What follows belongs to an exercise in optimizing a design on an open flow for small area; a production flow would make more cautious choices. The RTL was checked by simulation tests, not by an equivalence proof against the original design. No activity file was given, so power comes from the tool's default toggle rates.

===== flow/constraint.sdc =====
create_clock -name core_clock -period 12.0 [get_ports {clk_i}]
set_input_delay 2.4000 -clock core_clock [delete_from_list [all_inputs] [get_ports {clk_i}]]
set_output_delay 2.4000 -clock core_clock [all_outputs]
set_load 0.01 [all_outputs]

===== flow/config.mk =====
export PLATFORM = sky130hd
export DESIGN_NAME = branch_predictor
export DESIGN_NICKNAME = branch_predictor
export VERILOG_FILES = /design/flow/design.v
export SDC_FILE = /design/flow/constraint.sdc
export NUM_CORES = 4
export LEC_CHECK = 0
export CAP_MARGIN = 20
export CORE_MARGIN = 2
export CORE_UTILIZATION = 60
export SLEW_MARGIN = 20
export SYNTH_HIERARCHICAL = 1

===== flow/run.sh =====
#!/bin/bash
# synth_recipe.tcl (not shown) runs the flow's synth.tcl, then flattens the netlist and writes it again
# the make line also repeats each setting of config.mk as NAME=value (left out here)
make -C /OpenROAD-flow-scripts/flow DESIGN_CONFIG=/design/flow/config.mk WORK_HOME=/design/flow/orfs CLKGATE_MAP_FILE= SYNTH_SCRIPT=/design/flow/synth_recipe.tcl finish

===== flow/design.v =====
package bp_pkg;
  localparam int BP_IDX_W = 6;
  localparam int BP_TAG_W = 8;
  typedef enum logic [1:0] {
    SNT = 2'b00,
    WNT = 2'b01,
    WT  = 2'b10,
    ST  = 2'b11
  } ctr_t;
  localparam logic [4:0] OPC_BRANCH = 5'b11000;
  localparam ctr_t       CTR_ALLOC  = WT;
endpackage
module bp_sat_ctr (
  input  bp_pkg::ctr_t ctr_i,
  input  logic         taken_i,
  output bp_pkg::ctr_t ctr_o
);
  always_comb begin
    ctr_o = ctr_i;
    if (taken_i) begin
      if (ctr_i != bp_pkg::ST) ctr_o = bp_pkg::ctr_t'(ctr_i + 2'd1);
    end else begin
      if (ctr_i != bp_pkg::SNT) ctr_o = bp_pkg::ctr_t'(ctr_i - 2'd1);
    end
  end
endmodule
module bp_hold (
  input  logic q_i,
  input  logic d_i,
  input  logic w_i,
  input  logic wn_i,
  output logic q_o
);
  assign q_o = (q_i | w_i) & (d_i | wn_i);
endmodule
module bp_mux64 (
  input  logic [63:0] d_i,
  input  logic [63:0] s_i,
  output logic        y_o
);
  logic [21:0] g_n;
  for (genvar g = 0; g < 21; g++) begin : g_grp
    bp_aoi3 u_g (.d_i(d_i[3*g+:3]), .s_i(s_i[3*g+:3]), .y_no(g_n[g]));
  end
  assign g_n[21] = ~(d_i[63] & s_i[63]);
  assign y_o = ~&g_n;
endmodule
module bp_aoi3 (
  input  logic [2:0] d_i,
  input  logic [2:0] s_i,
  output logic       y_no
);
  assign y_no = ~|(d_i & s_i);
endmodule
module branch_predictor (
  input  logic        clk_i,
  input  logic        rst_ni,
  input  logic [31:0] pc_i,
  output logic        pred_taken_o,
  output logic [31:0] pred_target_o,
  input  logic        upd_valid_i,
  input  logic [7:0]  upd_op_i,
  input  logic [31:0] upd_pc_i,
  input  logic        upd_taken_i,
  input  logic [31:0] upd_target_i,
  input  logic        upd_pred_taken_i,
  input  logic [31:0] upd_pred_target_i,
  output logic        flush_o,
  output logic [31:0] redirect_pc_o
);
  localparam int DEPTH = 64;
  logic [DEPTH-1:0]       vld_q;
  logic [DEPTH-1:0][7:0]  tag_q;
  logic [DEPTH-1:0][31:0] tgt_q;
  logic [DEPTH-1:0][1:0]  ctr_q;
  logic [5:0]       l_idx, u_idx;
  logic [7:0]       l_tag, u_tag;
  logic [DEPTH-1:0] l_sel, u_sel;
  assign l_idx = pc_i[7:2];
  assign l_tag = pc_i[15:8];
  assign u_idx = upd_pc_i[7:2];
  assign u_tag = upd_pc_i[15:8];
  always_comb begin
    for (int i = 0; i < DEPTH; i++) begin
      l_sel[i] = (l_idx == i);
      u_sel[i] = (u_idx == i);
    end
  end
  localparam int LW = 1 + 8 + 1 + 32;
  localparam int UW = 1 + 8 + 2;
  logic [LW-1:0][DEPTH-1:0] l_col;
  logic [UW-1:0][DEPTH-1:0] u_col;
  logic [LW-1:0]            l_rd;
  logic [UW-1:0]            u_rd;
  always_comb begin
    for (int i = 0; i < DEPTH; i++) begin
      l_col[0][i] = vld_q[i];
      l_col[1][i] = ctr_q[i][1];
      for (int b = 0; b < 8; b++)  l_col[2+b][i]  = tag_q[i][b];
      for (int b = 0; b < 32; b++) l_col[10+b][i] = tgt_q[i][b];
      u_col[0][i] = vld_q[i];
      u_col[1][i] = ctr_q[i][0];
      u_col[2][i] = ctr_q[i][1];
      for (int b = 0; b < 8; b++)  u_col[3+b][i]  = tag_q[i][b];
    end
  end
  for (genvar b = 0; b < LW; b++) begin : g_lrd
    bp_mux64 u_m (.d_i(l_col[b]), .s_i(l_sel), .y_o(l_rd[b]));
  end
  for (genvar b = 0; b < UW; b++) begin : g_urd
    bp_mux64 u_m (.d_i(u_col[b]), .s_i(u_sel), .y_o(u_rd[b]));
  end
  logic        l_hit;
  logic        u_hit, upd_en;
  bp_pkg::ctr_t u_ctr, ctr_nxt, ctr_wd;
  always_comb begin
    l_hit         = l_rd[0] && (l_rd[9:2] == l_tag);
    pred_taken_o  = l_hit && l_rd[1];
    pred_target_o = pred_taken_o ? l_rd[41:10] : pc_i + 32'd4;
    u_ctr         = bp_pkg::ctr_t'(u_rd[2:1]);
    u_hit         = u_rd[0] && (u_rd[10:3] == u_tag);
    upd_en        = upd_valid_i && (upd_op_i[4:0] == bp_pkg::OPC_BRANCH);
  end
  bp_sat_ctr u_ctr_nxt (
    .ctr_i   (u_ctr),
    .taken_i (upd_taken_i),
    .ctr_o   (ctr_nxt)
  );
  assign ctr_wd = u_hit ? ctr_nxt : bp_pkg::CTR_ALLOC;
  logic [DEPTH-1:0] wr_t, wr_c;
  always_comb begin
    for (int i = 0; i < DEPTH; i++) begin
      wr_t[i] = upd_en & u_sel[i] & upd_taken_i;
      wr_c[i] = upd_en & u_sel[i] & (upd_taken_i | u_hit);
    end
  end
  logic [DEPTH-1:0][7:0]  tag_d;
  logic [DEPTH-1:0][31:0] tgt_d;
  logic [DEPTH-1:0][1:0]  ctr_d;
  for (genvar i = 0; i < DEPTH; i++) begin : g_ent
    for (genvar b = 0; b < 8; b++) begin : g_tag
      bp_hold u_h (.q_i(tag_q[i][b]), .d_i(u_tag[b]), .w_i(wr_t[i]), .wn_i(~wr_t[i]),
                   .q_o(tag_d[i][b]));
    end
    for (genvar b = 0; b < 32; b++) begin : g_tgt
      bp_hold u_h (.q_i(tgt_q[i][b]), .d_i(upd_target_i[b]), .w_i(wr_t[i]), .wn_i(~wr_t[i]),
                   .q_o(tgt_d[i][b]));
    end
    for (genvar b = 0; b < 2; b++) begin : g_ctr
      bp_hold u_h (.q_i(ctr_q[i][b]), .d_i(ctr_wd[b]), .w_i(wr_c[i]), .wn_i(~wr_c[i]),
                   .q_o(ctr_d[i][b]));
    end
  end
  always_ff @(posedge clk_i) begin
    tag_q <= tag_d;
    tgt_q <= tgt_d;
    ctr_q <= ctr_d;
  end
  always_ff @(posedge clk_i or negedge rst_ni) begin
    if (!rst_ni) vld_q <= '0;
    else         vld_q <= vld_q | wr_t;
  end
  assign flush_o = upd_en &&
                   ((upd_taken_i != upd_pred_taken_i) ||
                    (upd_taken_i && (upd_target_i != upd_pred_target_i)));
  assign redirect_pc_o = upd_taken_i ? upd_target_i : upd_pc_i + 32'd4;
endmodule

==> flow_summary_export.csv, run 1 <==
group,metric,value,unit
grt,antenna_found_initial,26,
sta,hold_violations,0,
min_path,min_path_type,"flop to flop",
cells_and_area,area_growth,18.02,%
cells_and_area,final_cell_mix,"o22a_1, dfxtp_1, a222oi_1, buf_4, clkbuf_16",
worst_setup_path,worstPathRequired,9.60,ns
sta,setup_viol,0,
logic_synthesis,netlist-cell-type-count,45,
logic_synthesis,synth.avg_cell_area,12.26,um2
sta,clock_skew,0.04593,ns
logic_synthesis,yosysWarningCount,8,
routing,firstDrtPassIters,14,
worst_setup_path,worst_setup_path_end_kind,"output port",
clock_tree,path_clk_slew,0.06,ns
clock_tree,ctsHtreeMaxLevel,5,
clock_tree,root_buffer,"clkbuf_16",
die,dieArea,166100,um2
place,gp_congestion,1.024,
place,io_buffers,203,
sta,worst_pin_slew,1.365,ns
power,ir_worst_vdd,0.1730,mV
power,p_per_area,163.2,nW/um2
place,dpl.hpwl,267300,um
outcome,status,"no timing/DRC/antenna violations",
grt,grt_pass1_wl,611400,um
sta,fin_setup_tns,0,ns
sta,clock.fmax,87.96,MHz
power,power,18820,uW
die,core_area,162200,um2
logic_synthesis,ys_seq_elements,2752,
worst_setup_path,worstSetupPathType,"input port to output port",
clock_tree,hold_buffers,0,
sta,final_max_slew_viol_count,0,
clock_tree,cts_inserted_buffers,289,
routing,wirelength,433600,um
clock_tree,cts_tree,"done",
cells_and_area,nNetsFinal,8888,
routing,wl_per_cell,38.97,um
cells_and_area,stdcell_count,11125,
sta,rsz0062_at_grt,"no",
sta,relSlewSlack,8.231,%
clock_tree,clock_latency,0.97,ns
grt,grt_max_degree,67,
sta,whs,0.4724,ns
die,dieHeight,407.5,um
grt,grt_pass1_vias,87615,
grt,grt_util_all_layers,49.83,%
sta,min_period,11.37,ns
worst_setup_path,cp-start-kind,"input port",
power,leakage,0.04148,uW
logic_synthesis,synthesis.area,97690,um2
die,initial_core_util,60.22,%
logic_synthesis,yosysSeqAreaShare,56.72,%
clock_tree,cts.sinks,2752,
die,rows,148,
cells_and_area,final_common_cell,"o22a_1",
routing,drtIter0Drc,18322,
worst_setup_path,arrival,8.97,ns
routing,vias,91545,
clock_tree,post_cts.repair.setup_buffers,0,
routing,ant_nets,0,
cells_and_area,drive_gt1_share,11.95,%
routing,drc,0,
die,ioPinCount,207,
flow_run,drv_cap,0,
place,placedCellCount,10621,
die,die_x,407.5,um
sta,timing.final.crit_share,94.74,%
worst_setup_path,crit_fanout,62,
cells_and_area,fin_util,71.07,%
grt,gr-total-overflow,0,
routing,vias_per_cell,8.229,
clock_tree,cts_buffer_depth,4,
clock_tree,cts.repair.resized,0,
logic_synthesis,synth_fp_nets,8117,
logic_synthesis,netlist_instances,7968,
## final timing paths
check	start	endpoint	slack, ns	cells past startpoint
hold / removal	tgt_q[1583]	tgt_q[1583]	0.47	1
hold reg to reg	tgt_q[1583]	tgt_q[1583]	0.47	1
max in group asynchronous	rst_ni	vld_q[32]	10.00	2
setup reg to reg	tag_q[438]	ctr_q[3]	7.14	11
setup / recovery	pc_i[3]	pred_target_o[24]	0.63	18
min in group asynchronous	rst_ni	vld_q[48]	1.34	1
## critical path, stage by stage
cell             delay [ns]
clkdlybuf4s50_1        0.80
inv_1                  0.16
ha_1                   0.27
nand3_1                0.49
nor2_4                 0.34
buf_4                  0.36
a222oi_1               0.43
nand4_1                0.55
nor4_2                 0.88
buf_4                  0.23
nand2_1                0.06
xor2_1                 0.14
nor4_1                 0.35
nand3_2                0.27
buf_12                 0.27
o21ai_0                0.11
o22a_1                 0.21
clkdlybuf4s50_1        0.57
## report_power, final
group | total (uW) | leakage (uW) | switching, uW | internal [uW]
Clock | 8880 | 0.00454 | 3630 | 5250
Sequential | 9260 | 0.0226 | 47.1 | 9220
Combinational | 680 | 0.0144 | 473 | 207
Total | 18800 | 0.0415 | 4150 | 14700
## sequential cells by signal, indices dropped and copies added (netlist names)
signal,flops
ctr_q,128
tag_q,512
tgt_q,2048
vld_q,64
## metrics by stage
| stage | instance area [um2] | setup WS [ns] |
|---|---|---|
| final | 115300 | 0.6307 |
| after global routing | 115300 | 0.6774 |
| after CTS | 115100 | 1.139 |
| after detailed placement | 105900 | 1.176 |
| after global placement | 105800 | 0.8168 |
| after floorplan | 97690 | 3.329 |
## per-module statistics from Yosys, one instance, submodules excluded
module / flops+latches / cells inside / cell area, um2 / copies in the design
bp_aoi3: 0 / 1 / 10.01 / 1113
bp_hold: 0 / 1 / 8.758 / 2688
bp_mux64: 0 / 9 / 51.30 / 53
bp_sat_ctr: 0 / 3 / 26.28 / 1
branch_predictor: 2752 / 3687 / 60260 / 1
## final cells by class
cell class / instances / area, um2
clock inverter: 56 / 752.0
multi-input combinational: 5067 / 42970
inverter: 72 / 270.3
antenna: 16 / 40.04
clock buffer: 430 / 8473
tap: 2175 / 2721
sequential: 2752 / 55410
timing repair buffer: 557 / 4651
fill: 11653 / 46930
## Yosys cell counts (all sizes together)
master  instances  share of area, %
a21oi          28              0.14
nor3           76              0.40
nand2b          4             0.026
maj3            2             0.023
buf            19             0.095
clkbuf         58              0.22
o21a            2             0.015
inv            72              0.28
or2            67              0.43
ha              8              0.10
o21ai          30              0.15
xor2           67              0.60
and3           11             0.070
nor4b           1             0.015
and2            4             0.026
nor4           66              0.46
or3b            1            0.0090
nand2         238              0.91
dfxtp        2688                55
xnor2          34              0.30
nand4         233               1.5
mux2            9              0.10
and4            6             0.054
nor2b           4             0.026
nor2          227              0.87
a222oi       1113                11
nand4b          1            0.0090
o22a         2689                24
nand3          87              0.45
or3             1            0.0064
a31oi           1            0.0064
or2b            1            0.0077
a211oi         53              0.41
dfrtp          64               1.6
nand3b          3             0.023
## per-layer routing
layer,GRT usage [%],vias to the layer above,routed length (um)
met4,39.30,28,39420
met1,59.16,45380,147100
met3,22.68,1782,71840
met5,2.615,-,798
met2,69.23,7657,174500
li1,-,36698,-
## kinds of logic (layout without fill, tap and decap cells)
family | count (synthesis) | in the layout | share of synthesized area [%]
AOI/OAI and AO/OA | 3916 | 3916 | 36.24
buffers and inverters | 149 | 1115 | 0.5943
other | 0 | 16 | 0
xor gates and xnor gates | 101 | 101 | 0.9055
adders and majority gates | 10 | 10 | 0.1255
and+or+nand+nor | 1031 | 1031 | 5.306
DFF | 2752 | 2752 | 56.72
muxes | 9 | 9 | 0.1037
==> run 2, diff against run 1 <==
--- a/flow/design.v
+++ b/flow/design.v
@@ -32,5 +32,5 @@
   output logic q_o
 );
-  assign q_o = (q_i | w_i) & (d_i | wn_i);
+  assign q_o = ~((q_i | w_i) & (d_i | wn_i));
 endmodule
 module bp_mux64 (
@@ -77,4 +77,9 @@
   logic [7:0]       l_tag, u_tag;
   logic [DEPTH-1:0] l_sel, u_sel;
+  logic ph_q;
+  always_ff @(posedge clk_i or negedge rst_ni) begin
+    if (!rst_ni) ph_q <= 1'b0;
+    else         ph_q <= ~ph_q;
+  end
   assign l_idx = pc_i[7:2];
   assign l_tag = pc_i[15:8];
@@ -111,13 +116,17 @@
     bp_mux64 u_m (.d_i(u_col[b]), .s_i(u_sel), .y_o(u_rd[b]));
   end
+  logic [LW-1:0] l_val;
+  logic [UW-1:0] u_val;
+  assign l_val = l_rd ^ {{(LW-1){ph_q}}, 1'b0};
+  assign u_val = u_rd ^ {{(UW-1){ph_q}}, 1'b0};
   logic        l_hit;
   logic        u_hit, upd_en;
   bp_pkg::ctr_t u_ctr, ctr_nxt, ctr_wd;
   always_comb begin
-    l_hit         = l_rd[0] && (l_rd[9:2] == l_tag);
-    pred_taken_o  = l_hit && l_rd[1];
-    pred_target_o = pred_taken_o ? l_rd[41:10] : pc_i + 32'd4;
-    u_ctr         = bp_pkg::ctr_t'(u_rd[2:1]);
-    u_hit         = u_rd[0] && (u_rd[10:3] == u_tag);
+    l_hit         = l_val[0] && (l_val[9:2] == l_tag);
+    pred_taken_o  = l_hit && l_val[1];
+    pred_target_o = pred_taken_o ? l_val[41:10] : pc_i + 32'd4;
+    u_ctr         = bp_pkg::ctr_t'(u_val[2:1]);
+    u_hit         = u_val[0] && (u_val[10:3] == u_tag);
     upd_en        = upd_valid_i && (upd_op_i[4:0] == bp_pkg::OPC_BRANCH);
   end
@@ -135,4 +144,10 @@
     end
   end
+  logic [7:0]  tag_x;
+  logic [31:0] tgt_x;
+  logic [1:0]  ctr_x;
+  assign tag_x = u_tag        ^ {8{ph_q}};
+  assign tgt_x = upd_target_i ^ {32{ph_q}};
+  assign ctr_x = ctr_wd       ^ {2{ph_q}};
   logic [DEPTH-1:0][7:0]  tag_d;
   logic [DEPTH-1:0][31:0] tgt_d;
@@ -140,13 +155,13 @@
   for (genvar i = 0; i < DEPTH; i++) begin : g_ent
     for (genvar b = 0; b < 8; b++) begin : g_tag
-      bp_hold u_h (.q_i(tag_q[i][b]), .d_i(u_tag[b]), .w_i(wr_t[i]), .wn_i(~wr_t[i]),
+      bp_hold u_h (.q_i(tag_q[i][b]), .d_i(tag_x[b]), .w_i(wr_t[i]), .wn_i(~wr_t[i]),
                    .q_o(tag_d[i][b]));
     end
     for (genvar b = 0; b < 32; b++) begin : g_tgt
-      bp_hold u_h (.q_i(tgt_q[i][b]), .d_i(upd_target_i[b]), .w_i(wr_t[i]), .wn_i(~wr_t[i]),
+      bp_hold u_h (.q_i(tgt_q[i][b]), .d_i(tgt_x[b]), .w_i(wr_t[i]), .wn_i(~wr_t[i]),
                    .q_o(tgt_d[i][b]));
     end
     for (genvar b = 0; b < 2; b++) begin : g_ctr
-      bp_hold u_h (.q_i(ctr_q[i][b]), .d_i(ctr_wd[b]), .w_i(wr_c[i]), .wn_i(~wr_c[i]),
+      bp_hold u_h (.q_i(ctr_q[i][b]), .d_i(ctr_x[b]), .w_i(wr_c[i]), .wn_i(~wr_c[i]),
                    .q_o(ctr_d[i][b]));
     end
--- a/flow/config.mk
+++ b/flow/config.mk
@@ -6,7 +6,9 @@
 export NUM_CORES = 4
 export LEC_CHECK = 0
-export CAP_MARGIN = 20
+export CAP_MARGIN = 40
 export CORE_MARGIN = 2
-export CORE_UTILIZATION = 60
-export SLEW_MARGIN = 20
+export CORE_UTILIZATION = 45
+export CTS_CLUSTER_DIAMETER = 80
+export CTS_CLUSTER_SIZE = 22
+export SLEW_MARGIN = 40
 export SYNTH_HIERARCHICAL = 1
==> run 2 against run 1 <==
  * Clock skew is 0.014 ns lower
  * Count of clock-buffer cells in the layout is 259 lower
  * Final area is 7.1% lower
  * Flip-flop and latch count is 1 higher
  * Global-route usage is 10 points lower
  * Core utilization is 19 points lower
  * Synthesized cell count is 0.99% higher
  * Still clean on timing, DRC and antenna
==> flow_summary_export.csv, run 2 <==
group,metric,value,unit
outcome,status,"no timing/DRC/antenna violations",
sta,relSlewSlack,30.42,%
clock_tree,path_clk_slew,0.07,ns
place,dpl.hpwl,270500,um
routing,vias,88825,
power,leakage,0.03759,uW
routing,drc,0,
logic_synthesis,yosysSeqAreaShare,60.23,%
sta,fin_setup_tns,0,ns
logic_synthesis,netlist_instances,8047,
cells_and_area,drive_gt1_share,10.15,%
die,dieHeight,456.3,um
cells_and_area,final_cell_mix,"o22ai_1, dfxtp_1, a222oi_1, buf_4, nand4_1",
clock_tree,ctsHtreeMaxLevel,4,
routing,vias_per_cell,7.745,
sta,clock.fmax,90.47,MHz
cells_and_area,nFillCells,17849,
die,rows,166,
clock_tree,cts_inserted_buffers,151,
die,die_x,456.3,um
worst_setup_path,path_cells,"clkdlybuf4s50_1, inv_1, ha_1, nand2_1, nor2_4, buf_4, a222oi_1, nand4_1, nor4_1, nand2_1, xnor2_1, a2111oi_2, a31oi_1, nor3_4, buf_12, mux2i_1, clkdlybuf4s50_1",
power,power,15500,uW
cells_and_area,area_growth,16.30,%
logic_synthesis,synth_edf_count,0,
logic_synthesis,yosysWarningCount,8,
logic_synthesis,ys_seq_elements,2753,
worst_setup_path,worstPathRequired,9.60,ns
die,dieArea,208200,um2
grt,grt_pass1_vias,83103,
logic_synthesis,synth_top_area_share,58.46,%
clock_tree,root_buffer,"clkbuf_16",
grt,antenna_found_initial,34,
clock_tree,cts.repair.resized,0,
cells_and_area,nNetsFinal,8864,
grt,grt_util_all_layers,39.80,%
logic_synthesis,netlist-cell-type-count,53,
sta,min_period,11.05,ns
sta,worst_pin_slew,1.034,ns
place,gp_congestion,1.051,
clock_tree,cts.sinks,2753,
worst_setup_path,worst_setup_path_end_kind,"output port",
worst_setup_path,arrival,8.65,ns
logic_synthesis,yosys.area.top_type,"dfxtp_1",
sta,hold_violations,0,
grt,grt_max_degree,117,
clock_tree,cts_buffer_depth,3,
logic_synthesis,yosys-top-cells-count,"o22ai_1, dfxtp_1, a222oi_1, nand4_1, nor2_1",
sta,setup_viol,0,
place,placedCellCount,11237,
cells_and_area,reg.largest.list,"tgt_q: 2048 flops, tag_q: 512 flops, ctr_q: 128 flops",
sta,timing.final.crit_share,92.11,%
die,core_area,204000,um2
logic_synthesis,synthFlopType,"dfxtp_1",
worst_setup_path,worstSetupPathType,"input port to output port",
power,ir_worst_vdd,0.1986,mV
clock_tree,post_cts.repair.setup_buffers,0,
min_path,min_path_type,"flop to flop",
clock_tree,hold_buffers,0,
worst_setup_path,crit_fanout,32,
cells_and_area,fin_util,52.49,%
logic_synthesis,synth_fp_nets,8196,
worst_setup_path,cp_num_buf_inv,5,
flow_run,drv_cap,0,
worst_setup_path,crit_family,"simple AND/OR/NAND/NOR gates",
clock_tree,cts_tree,"done",
routing,wl_per_cell,37.98,um
sta,whs,0.4450,ns
grt,grt_pass1_wl,611600,um
worst_setup_path,cp-start-kind,"input port",
sta,clock_skew,0.03149,ns
sta,rsz0062_at_grt,"no",
cells_and_area,top_register,"tgt_q",
cells_and_area,final_common_cell,"o22ai_1",
routing,drtIter0Drc,17799,
logic_synthesis,synthArstFlopShare,2.361,%
logic_synthesis,post-synth-top-count-cell,"o22ai_1",
logic_synthesis,synthesis.area,92050,um2
logic_synthesis,synth.avg_cell_area,11.44,um2
worst_setup_path,cpMaxStageDelayCell,"nor4_1",
routing,wirelength,435600,um
die,initial_core_util,45.13,%
routing,firstDrtPassIters,14,
logic_synthesis,synth_area_leaders,"dfxtp_1, o22ai_1, a222oi_1",
sta,final_max_slew_viol_count,0,
cells_and_area,largest_reg_flops,2048,
grt,gr-total-overflow,0,
worst_setup_path,cp_slowest_stage_delay,0.76,ns
place,io_buffers,203,
clock_tree,clock_latency,0.87,ns
power,p_per_area,144.8,nW/um2
die,ioPinCount,207,
routing,ant_nets,0,
cells_and_area,stdcell_count,11469,
==> run 2: cell count changes after synthesis, moves of 37 or more <==
| cell | before | now |
|---|---|---|
| xor2_1 | 67 | 104 |
| nor3_1 | 75 | 10 |
| o22a_1 | 2689 | 0 |
| and3_1 | 11 | 73 |
| o22ai_1 | 0 | 2689 |
| xnor2_1 | 34 | 72 |
| nand3_1 | 86 | 148 |
| nand2_1 | 238 | 176 |
==> run 2: cell type report <==
class                      instances  area (um2)  share of cell area, %
antenna                           15       37.54                0.03506
tap                             2688        3363                  3.142
multi-input combinational       5133       37930                  35.43
timing repair buffer             598        5610                  5.241
sequential                      2753       55440                  51.79
inverter                          78       294.0                 0.2747
clock inverter                    33       464.2                 0.4336
clock buffer                     171        3916                  3.658
==> run 2: cells by family (layout without fill, tap and decap cells) <==
group	Yosys count	after routing	synth area share (%)
muxes	40	40	0.4486
and+or+nand+nor	1014	1014	5.740
buffers and inverters	161	880	0.7136
adders and majority gates	10	10	0.1332
DFF	2753	2753	60.23
xor gates and xnor gates	176	176	1.675
other	0	15	0
AOI/OAI and AO/OA	3893	3893	31.06
==> run 2: Yosys stat by module (local to each module, per instance) <==
module	cell area, um2	copies in the design
branch_predictor	61350	1
bp_hold	6.256	2688
bp_sat_ctr	26.28	1
bp_aoi3	10.01	1113
bp_mux64	51.30	53
==> run 2: path summary, 6_finish.rpt <==
path                              from          endpoint  slack (ns)  cells after the start
min                        tgt_q[1656]       tgt_q[1656]        0.45                      1
max in group asynchronous       rst_ni         vld_q[49]       10.00                      2
max                            pc_i[2]  pred_target_o[4]        0.95                     17
min reg2reg                tgt_q[1656]       tgt_q[1656]        0.45                      1
max reg2reg                  tag_q[28]          ctr_q[7]        7.13                     11
min in group asynchronous       rst_ni         vld_q[14]        1.38                      1
==> run 2: per-layer routing <==
layer	wire length, um	global-route usage, %
met1	159400	49.48
met2	181400	57.09
met3	56580	13.36
met4	38060	29.75
met5	222	0
==> run 2: power by group <==
part	internal, uW	total (uW)	leakage, uW	switching, uW
sequential	9190	9230	0.0255	35.6
clock	2410	5600	0.00213	3190
combinational	201	675	0.00991	474
total	11800	15500	0.0376	3700
==> run 2: metrics by stage <==
stage	area, um2	setup WS, ns
floorplan	92050	3.263
global placement	101500	1.200
detailed placement	102300	1.277
CTS	106700	1.266
global route	107000	0.8594
finish	107100	0.9469
==> run 3, diff against run 2 <==
==> flow/flow/run.sh (new file) <==
#!/bin/bash
# Standard ORFS layout with two changes: port buffers use the smallest
# buffer, and clock tree synthesis clusters up to 22 sinks within 80 um
# per leaf buffer and inserts no dummy loads.
set -euo pipefail
export BUFFER_PORTS_ARGS="-buffer_cell sky130_fd_sc_hd__buf_1"
export CTS_ARGS="-sink_clustering_enable -repair_clock_nets -sink_clustering_size 22 -sink_clustering_max_diameter 80 -dont_use_dummy_load"
bash standard.sh > standard.log 2>&1
==> flow/standard.sh (new file) <==
#!/bin/bash
# synth_recipe.tcl (not shown) runs the flow's synth.tcl, then flattens the netlist and writes it again
# the make line also repeats each setting of config.mk as NAME=value (left out here)
make -C /OpenROAD-flow-scripts/flow DESIGN_CONFIG=/design/flow/config.mk WORK_HOME=/design/flow/orfs CLKGATE_MAP_FILE= SYNTH_SCRIPT=/design/flow/synth_recipe.tcl "${@:-finish}"
--- a/flow/config.mk
+++ b/flow/config.mk
@@ -6,9 +6,7 @@
 export NUM_CORES = 4
 export LEC_CHECK = 0
-export CAP_MARGIN = 40
+export CAP_MARGIN = 20
 export CORE_MARGIN = 2
 export CORE_UTILIZATION = 45
-export CTS_CLUSTER_DIAMETER = 80
-export CTS_CLUSTER_SIZE = 22
-export SLEW_MARGIN = 40
+export SLEW_MARGIN = 20
 export SYNTH_HIERARCHICAL = 1
removed: flow/run.sh
==> run 3 against run 2 <==
  * Clock power decreased by 8.0%
  * Still clean on timing, DRC and antenna
  * Via count decreased by 0.11%
  * Critical endpoint is now pred_target_o[6]
  * Clock skew increased by 0.043 ns
  * Largest cell class unchanged
  * Synthesized cell count unchanged
  * First-iteration DRC count is 2.6% lower
  * Final cell count shrank 0.65%
  * Power shrank 3.2%
  * Synthesized area is the same
==> flow_summary_export.csv, run 3 <==
group,metric,value,unit
worst_setup_path,worst_setup_path_end_kind,"output port",
clock_tree,root_buffer,"clkbuf_16",
routing,wirelength,433500,um
routing,dr_wl_met3,56610,um
clock_tree,hold_buffers,0,
logic_synthesis,yosysSeqAreaShare,60.23,%
worst_setup_path,arrival,8.52,ns
routing,wl_met2,179700,um
worst_setup_path,worstPathRequired,9.60,ns
sta,rsz0062_at_grt,"no",
die,initial_core_util,45.13,%
worst_setup_path,r2r_slack,7.06,ns
grt,gr-total-overflow,0,
routing,firstDrtPassIters,15,
cells_and_area,multi_input_comb_area,37790,um2
flow_run,drv_cap,0,
grt,grt_pass1_wl,608700,um
sta,min_period,10.92,ns
cells_and_area,final_cell_mix,"o22ai_1, dfxtp_1, a222oi_1, buf_4, nand4_1",
clock_tree,ctsHtreeMaxLevel,4,
die,dieHeight,456.3,um
logic_synthesis,post-synth-top-count-cell,"o22ai_1",
min_path,min_path_type,"flop to flop",
logic_synthesis,yosys-top-cells-count,"o22ai_1, dfxtp_1, a222oi_1, nand4_1, nor2_1",
power,ir_worst_vdd,0.1395,mV
logic_synthesis,synthArstFlopShare,2.361,%
clock_tree,post_cts.repair.setup_buffers,0,
logic_synthesis,netlist-cell-type-count,53,
cells_and_area,area_growth,13.27,%
clock_tree,cts_tree,"done",
grt,grt_pass1_vias,82298,
logic_synthesis,synth_area_leaders,"dfxtp_1, o22ai_1, a222oi_1",
routing,drtIter0Drc,17334,
die,ioPinCount,207,
routing,vias_per_cell,7.787,
cells_and_area,reg.largest.list,"tgt_q: 2048 flops, tag_q: 512 flops, ctr_q: 128 flops",
sta,worst_pin_slew,1.341,ns
cells_and_area,fin_util,51.12,%
clock_tree,clock_latency,0.86,ns
worst_setup_path,crit_start,"pc_i[2]",
grt,grt_util_all_layers,39.62,%
clock_tree,cts.repair.resized,0,
die,die_x,456.3,um
logic_synthesis,yosysWarningCount,8,
die,core_area,204000,um2
routing,ant_nets,0,
clock_tree,path_clk_slew,0.08,ns
logic_synthesis,yosys.area.top_type,"dfxtp_1",
logic_synthesis,synth.avg_cell_area,11.44,um2
routing,dr.max_layer_used,"met5",
grt,antenna_found_initial,30,
worst_setup_path,cp_slowest_stage_delay,1.00,ns
worst_setup_path,cp_num_buf_inv,4,
cells_and_area,seqCellArea,55440,um2
sta,setup_viol,0,
logic_synthesis,ys_seq_elements,2753,
routing,wl_per_cell,38.04,um
sta,timing.final.crit_share,90.97,%
logic_synthesis,synth_edf_count,0,
clock_tree,cts_inserted_buffers,149,
sta,clock.fmax,91.61,MHz
place,io_buffers,203,
cells_and_area,nFillCells,18015,
die,rows,166,
clock_tree,cts_buffer_depth,3,
place,gp_congestion,1.087,
place,dpl.hpwl,268500,um
die,dieArea,208200,um2
logic_synthesis,synthFlopType,"dfxtp_1",
logic_synthesis,synth_fp_nets,8196,
routing,vias,88730,
worst_setup_path,crit_family,"simple AND/OR/NAND/NOR gates",
worst_setup_path,r2r_start,"ph_q",
cells_and_area,drive_gt1_share,9.175,%
clock_tree,cts.sinks,2753,
outcome,status,"no timing/DRC/antenna violations",
cells_and_area,final_common_cell,"o22ai_1",
logic_synthesis,netlist_instances,8047,
worst_setup_path,cp-start-kind,"input port",
routing,wl_met1,159100,um
worst_setup_path,crit_fanout,32,
sta,clock_skew,0.07446,ns
sta,relSlewSlack,9.774,%
worst_setup_path,worstSetupPathType,"input port to output port",
worst_setup_path,path_cells,"buf_1, ha_1, nand2_1, nor2_4, buf_4, a222oi_1, nand4_1, nor4_1, nand2_1, a2111oi_0, o211ai_1, nor3_4, buf_4, mux2i_1, buf_1",
power,p_per_area,143.9,nW/um2
min_path,holdCritStartpoint,"tgt_q[32]",
routing,drc,0,
power,leakage,0.03641,uW
grt,grt_max_degree,84,
sta,fin_setup_tns,0,ns
sta,hold_violations,0,
cells_and_area,largest_reg_flops,2048,
logic_synthesis,synthesis.area,92050,um2
sta,final_max_slew_viol_count,0,
cells_and_area,top_register,"tgt_q",
worst_setup_path,cpMaxStageDelayCell,"nor4_1",
logic_synthesis,synth_top_area_share,58.46,%
cells_and_area,nNetsFinal,8838,
## run 3: changes by cell type in the layout (fill, tap and decap cells not counted), moves of 9 or more
cell	previous run	this run
clkbuf_1	16	0
buf_8	12	1
buf_16	18	2
buf_4	327	368
buf_6	34	0
buf_1	0	201
clkinv_1	6	15
nor4_1	49	58
clkdlybuf4s50_1	196	0
## run 3: layer usage
layer  global-route usage [%]  vias up
met5                        0        -
met4                    30.65       24
met1                    49.84    44279
li1                         -    36646
met3                    12.96     1330
met2                    55.93     6451
## run 3: worst paths after layout
check | end | depth (start not counted)
setup reg to reg | tgt_q[1016] | 6
max in group asynchronous | vld_q[48] | 2
hold reg to reg | tgt_q[32] | 1
hold / removal | tgt_q[32] | 1
min in group asynchronous | vld_q[63] | 1
setup / recovery | pred_target_o[6] | 15
## run 3: cells by family after synthesis
family | after synthesis | share of synthesized area (%)
DFF | 2753 | 60.23
xor gates and xnor gates | 176 | 1.675
and+or+nand+nor | 1014 | 5.740
muxes | 40 | 0.4486
adders and majority gates | 10 | 0.1332
buffers and inverters | 161 | 0.7136
AOI/OAI and AO/OA | 3893 | 31.06
## run 3: layout make-up
class / count / share of cell area, %
timing repair buffer: 574 / 3.452
antenna: 19 / 0.04560
inverter: 78 / 0.2808
multi-input combinational: 5133 / 36.25
clock buffer: 149 / 3.576
sequential: 2753 / 53.17
tap: 2688 / 3.226
## run 3: power breakdown
group / internal [uW] / switching, uW
logic: 146 / 472
registers: 9190 / 35.6
clock network: 2210 / 2940
## run 3: modules after synthesis, one instance, submodules excluded
module	area, um2	copies in the design	flops+latches	cells
bp_aoi3	10.01	1113	0	1
bp_mux64	51.30	53	0	9
bp_hold	6.256	2688	0	1
branch_predictor	61350	1	2753	3766
bp_sat_ctr	26.28	1	0	3
## run 3: through the flow
step           hold WS [ns]  instances  setup slack [ns]  power (uW)  instance area (um2)
2_1_floorplan        0.4213       8047             3.263        9699                92050
3_3_place_gp         0.4285      11221             1.503       10010               100300
3_5_place_dp         0.4365      11221             1.475       10020               100300
4_1_cts              0.4484      11370             1.468       14980               104100
5_1_grt              0.4555      11382             1.148       15360               104200
6_report             0.4453      11394             1.084       15000               104300
==> run 4, diff against run 3 <==
==> flow/flow/run.sh (replaced) <==
#!/bin/bash
# Standard ORFS layout with two changes: port buffers use the smallest
# buffer, and clock tree synthesis clusters up to 26 sinks within 80 um
# per leaf buffer and inserts no dummy loads.
set -euo pipefail
export BUFFER_PORTS_ARGS="-buffer_cell sky130_fd_sc_hd__buf_1"
export CTS_ARGS="-sink_clustering_enable -repair_clock_nets -sink_clustering_size 26 -sink_clustering_max_diameter 80 -dont_use_dummy_load"
bash standard.sh > standard.log 2>&1
--- a/flow/config.mk
+++ b/flow/config.mk
@@ -6,7 +6,7 @@
 export NUM_CORES = 4
 export LEC_CHECK = 0
-export CAP_MARGIN = 20
+export CAP_MARGIN = 40
 export CORE_MARGIN = 2
 export CORE_UTILIZATION = 45
-export SLEW_MARGIN = 20
+export SLEW_MARGIN = 40
 export SYNTH_HIERARCHICAL = 1
==> run 4 against run 3 <==
  * Final area grew 0.29%
  * Clock power down 4.9%
  * Largest cell class unchanged
  * Critical endpoint unchanged
  * Power down 1.6%
==> flow_summary_export.csv, run 4 <==
group,metric,value,unit
outcome,status,"no timing/DRC/antenna violations",
logic_synthesis,synth.avg_cell_area,11.44,um2
die,die_x,456.3,um
clock_tree,cts_tree,"done",
flow_run,drv_cap,0,
sta,clock_skew,0.07651,ns
worst_setup_path,worst_setup_path_end_kind,"output port",
logic_synthesis,synth_fp_nets,8196,
worst_setup_path,reg2reg_depth,11,
cells_and_area,drive_gt1_share,9.638,%
worst_setup_path,arrival,8.66,ns
clock_tree,cts_inserted_buffers,133,
cells_and_area,nFillCells,18009,
grt,antenna_found_initial,36,
logic_synthesis,yosysSeqAreaShare,60.23,%
routing,vias_per_cell,7.836,
cells_and_area,largest_reg_flops,2048,
clock_tree,cts.sinks,2753,
logic_synthesis,ys_seq_elements,2753,
logic_synthesis,yosysWarningCount,8,
logic_synthesis,synthFlopType,"dfxtp_1",
logic_synthesis,yosys-top-cells-count,"o22ai_1, dfxtp_1, a222oi_1, nand4_1, nor2_1",
logic_synthesis,synth_top_area_share,58.46,%
grt,grt_pass1_wl,609900,um
die,rows,166,
cells_and_area,fin_util,51.27,%
clock_tree,cts_buffer_depth,3,
worst_setup_path,r2r_start,"tag_q[199]",
power,p_per_area,141.2,nW/um2
clock_tree,ctsHtreeMaxLevel,4,
routing,drc,0,
clock_tree,root_buffer,"clkbuf_16",
cells_and_area,top_register,"tgt_q",
worst_setup_path,crit_start,"pc_i[2]",
power,power,14770,uW
die,dieArea,208200,um2
logic_synthesis,synth_edf_count,0,
sta,rsz0062_at_grt,"no",
min_path,min_path_type,"flop to flop",
cells_and_area,reg.largest.list,"tgt_q: 2048 flops, tag_q: 512 flops, ctr_q: 128 flops",
worst_setup_path,rr_endpoint,"ctr_q[49]",
clock_tree,cts.repair.resized,0,
logic_synthesis,netlist-cell-type-count,53,
cells_and_area,final_common_cell,"o22ai_1",
logic_synthesis,netlist_instances,8047,
worst_setup_path,r2r_slack,7.11,ns
worst_setup_path,cp-start-kind,"input port",
power,leakage,0.03650,uW
routing,wl_per_cell,38.22,um
routing,wirelength,435600,um
logic_synthesis,post-synth-top-count-cell,"o22ai_1",
sta,worst_pin_slew,1.033,ns
worst_setup_path,setup.worst_path.end,"pred_target_o[6]",
clock_tree,hold_buffers,0,
power,ir_worst_vdd,0.1628,mV
clock_tree,clock_latency,0.87,ns
worst_setup_path,worstPathRequired,9.60,ns
sta,relSlewSlack,30.51,%
logic_synthesis,synth_area_leaders,"dfxtp_1, o22ai_1, a222oi_1",
place,gp_congestion,1.087,
logic_synthesis,synthArstFlopShare,2.361,%
place,dpl.hpwl,270200,um
routing,firstDrtPassIters,16,
routing,vias,89307,
clock_tree,path_clk_slew,0.06,ns
routing,ant_nets,0,
place,io_buffers,203,
logic_synthesis,synthesis.area,92050,um2
worst_setup_path,worstSetupPathType,"input port to output port",
sta,final_max_slew_viol_count,0,
grt,grt_max_degree,84,
grt,gr-total-overflow,0,
sta,min_period,11.06,ns
die,core_area,204000,um2
die,ioPinCount,207,
sta,timing.final.crit_share,92.18,%
routing,drtIter0Drc,17624,
grt,grt_pass1_vias,82292,
cells_and_area,final_cell_mix,"o22ai_1, dfxtp_1, a222oi_1, buf_4, nand4_1",
sta,clock.fmax,90.41,MHz
sta,fin_setup_tns,0,ns
die,initial_core_util,45.13,%
logic_synthesis,yosys.area.top_type,"dfxtp_1",
sta,setup_viol,0,
cells_and_area,nNetsFinal,8846,
worst_setup_path,crit_fanout,32,
die,dieHeight,456.3,um
clock_tree,post_cts.repair.setup_buffers,0,
grt,grt_util_all_layers,39.76,%
cells_and_area,area_growth,13.60,%
sta,hold_violations,0,
[run 4: changes by cell type in the layout (fill, tap and decap cells not counted), moves of 4 or more]
cell	previous run	this run
buf_1	201	197
buf_4	368	344
diode_2	19	14
clkbuf_16	149	134
buf_6	0	25
nor2_2	3	14
buf_16	2	12
nor4_2	13	23
nor4_1	58	48
nor2_1	71	60
buf_8	1	12
[run 4: metrics by stage]
step | cell area, um2 | setup slack [ns] | std cells | hold WS [ns]
floorplan | 92050 | 3.263 | 8047 | 0.4213
global placement | 100300 | 1.503 | 11221 | 0.4285
detailed placement | 100900 | 1.542 | 11237 | 0.4365
CTS | 104200 | 1.531 | 11370 | 0.4464
global route | 104600 | 1.137 | 11390 | 0.4542
finish | 104600 | 0.9389 | 11397 | 0.4439
[run 4: worst min-delay path by stage]
stage                          start          to  cells after the start
after floorplan             ctr_q[0]    ctr_q[0]                      1
after global placement    tgt_q[895]  tgt_q[895]                      1
after global routing      tgt_q[989]  tgt_q[989]                      1
after CTS                 tgt_q[724]  tgt_q[724]                      1
final                     tgt_q[735]  tgt_q[735]                      1
after detailed placement  tgt_q[108]  tgt_q[108]                      1
[run 4: area by class of cell]
class,instances,area [um2],share of cell area [%]
clock buffer,133,3328,3.183
sequential,2753,55440,53.02
inverter,78,292.8,0.2800
antenna,14,35.03,0.03350
multi-input combinational,5133,37920,36.26
tap,2688,3363,3.216
timing repair buffer,598,4192,4.008
[run 4: cell families after synthesis]
group	Yosys count	share of synthesized area, %
AOI/OAI and AO/OA	3893	31.06
xor gates and xnor gates	176	1.675
adders and majority gates	10	0.1332
buffers and inverters	161	0.7136
DFF	2753	60.23
muxes	40	0.4486
and+or+nand+nor	1014	5.740
[run 4: Yosys stat by module, one instance, submodules excluded]
module / times used / flops+latches / cell area (um2) / cells
bp_mux64: 53 / 0 / 51.30 / 9
bp_aoi3: 1113 / 0 / 10.01 / 1
branch_predictor: 1 / 2753 / 61350 / 3766
bp_hold: 2688 / 0 / 6.256 / 1
bp_sat_ctr: 1 / 0 / 26.28 / 3
[run 4: layer usage]
| layer | vias up | part of all wire [%] | GRT usage (%) |
|---|---|---|---|
| li1 | 36648 | - | - |
| met1 | 44507 | 37 | 49.95 |
| met2 | 6744 | 41 | 56.39 |
| met3 | 1384 | 14 | 13.14 |
| met4 | 24 | 8.9 | 30.01 |
| met5 | - | 0.036 | 0.2755 |
[run 4: critical path, stage by stage]
cell and delay, ns:
buf_1 0.46, inv_1 0.14, ha_1 0.30, nand2_1 0.66, nor2_4 0.07, buf_4 0.29, a222oi_1 0.39, nand4_1 0.47
nor4_1 1.02, nand2_1 0.33, a2111oi_0 0.49, o211ai_1 0.28, nor3_4 0.18, buf_4 0.50, mux2i_1 0.44, buf_1 0.20
[run 4: power breakdown]
| part | switching (uW) | total, uW | internal [uW] |
|---|---|---|---|
| clock | 2910 | 4900 | 1990 |
| combinational | 479 | 633 | 155 |
| sequential | 35.5 | 9230 | 9190 |

==> re-timing with driven ports <==
How much do the figures lean on ideal ports? The routed layouts below were timed once more, with nothing changed but the port constraints. Step 1 sets driving cells, clkbuf_16 on the clock port and buf_2 on the other inputs (assumed; they add their load-dependent delay and slew). Step 2 moves the port delays by t, midway between the first and last clock arrival at a register: inputs arrive t later, outputs are due t later. That takes back most of the time a late clock gives input paths. Three values: no drivers, after step 1, after step 2; two values: the first two.
run | t, ns | setup slack, ns | worst setup path at the end | worst register clock-pin slew, ns
run 1 | 1.044 | 0.631 / 0.586 / 0.586 | input to output | 0.07 / 0.07
run 2 | 0.952 | 0.947 / 0.920 / 0.920 | input to output | 0.10 / 0.10
run 3 | 0.927 | 1.084 / 1.023 / 1.023 | input to output | 0.09 / 0.09
run 4 | 0.924 | 0.939 / 0.914 / 0.914 | input to output | 0.11 / 0.11
After both steps every run listed still meets setup and hold. The setup slack of run 3, which loses most, moves by -0.061 ns with the drivers and by -0.061 ns with both steps.
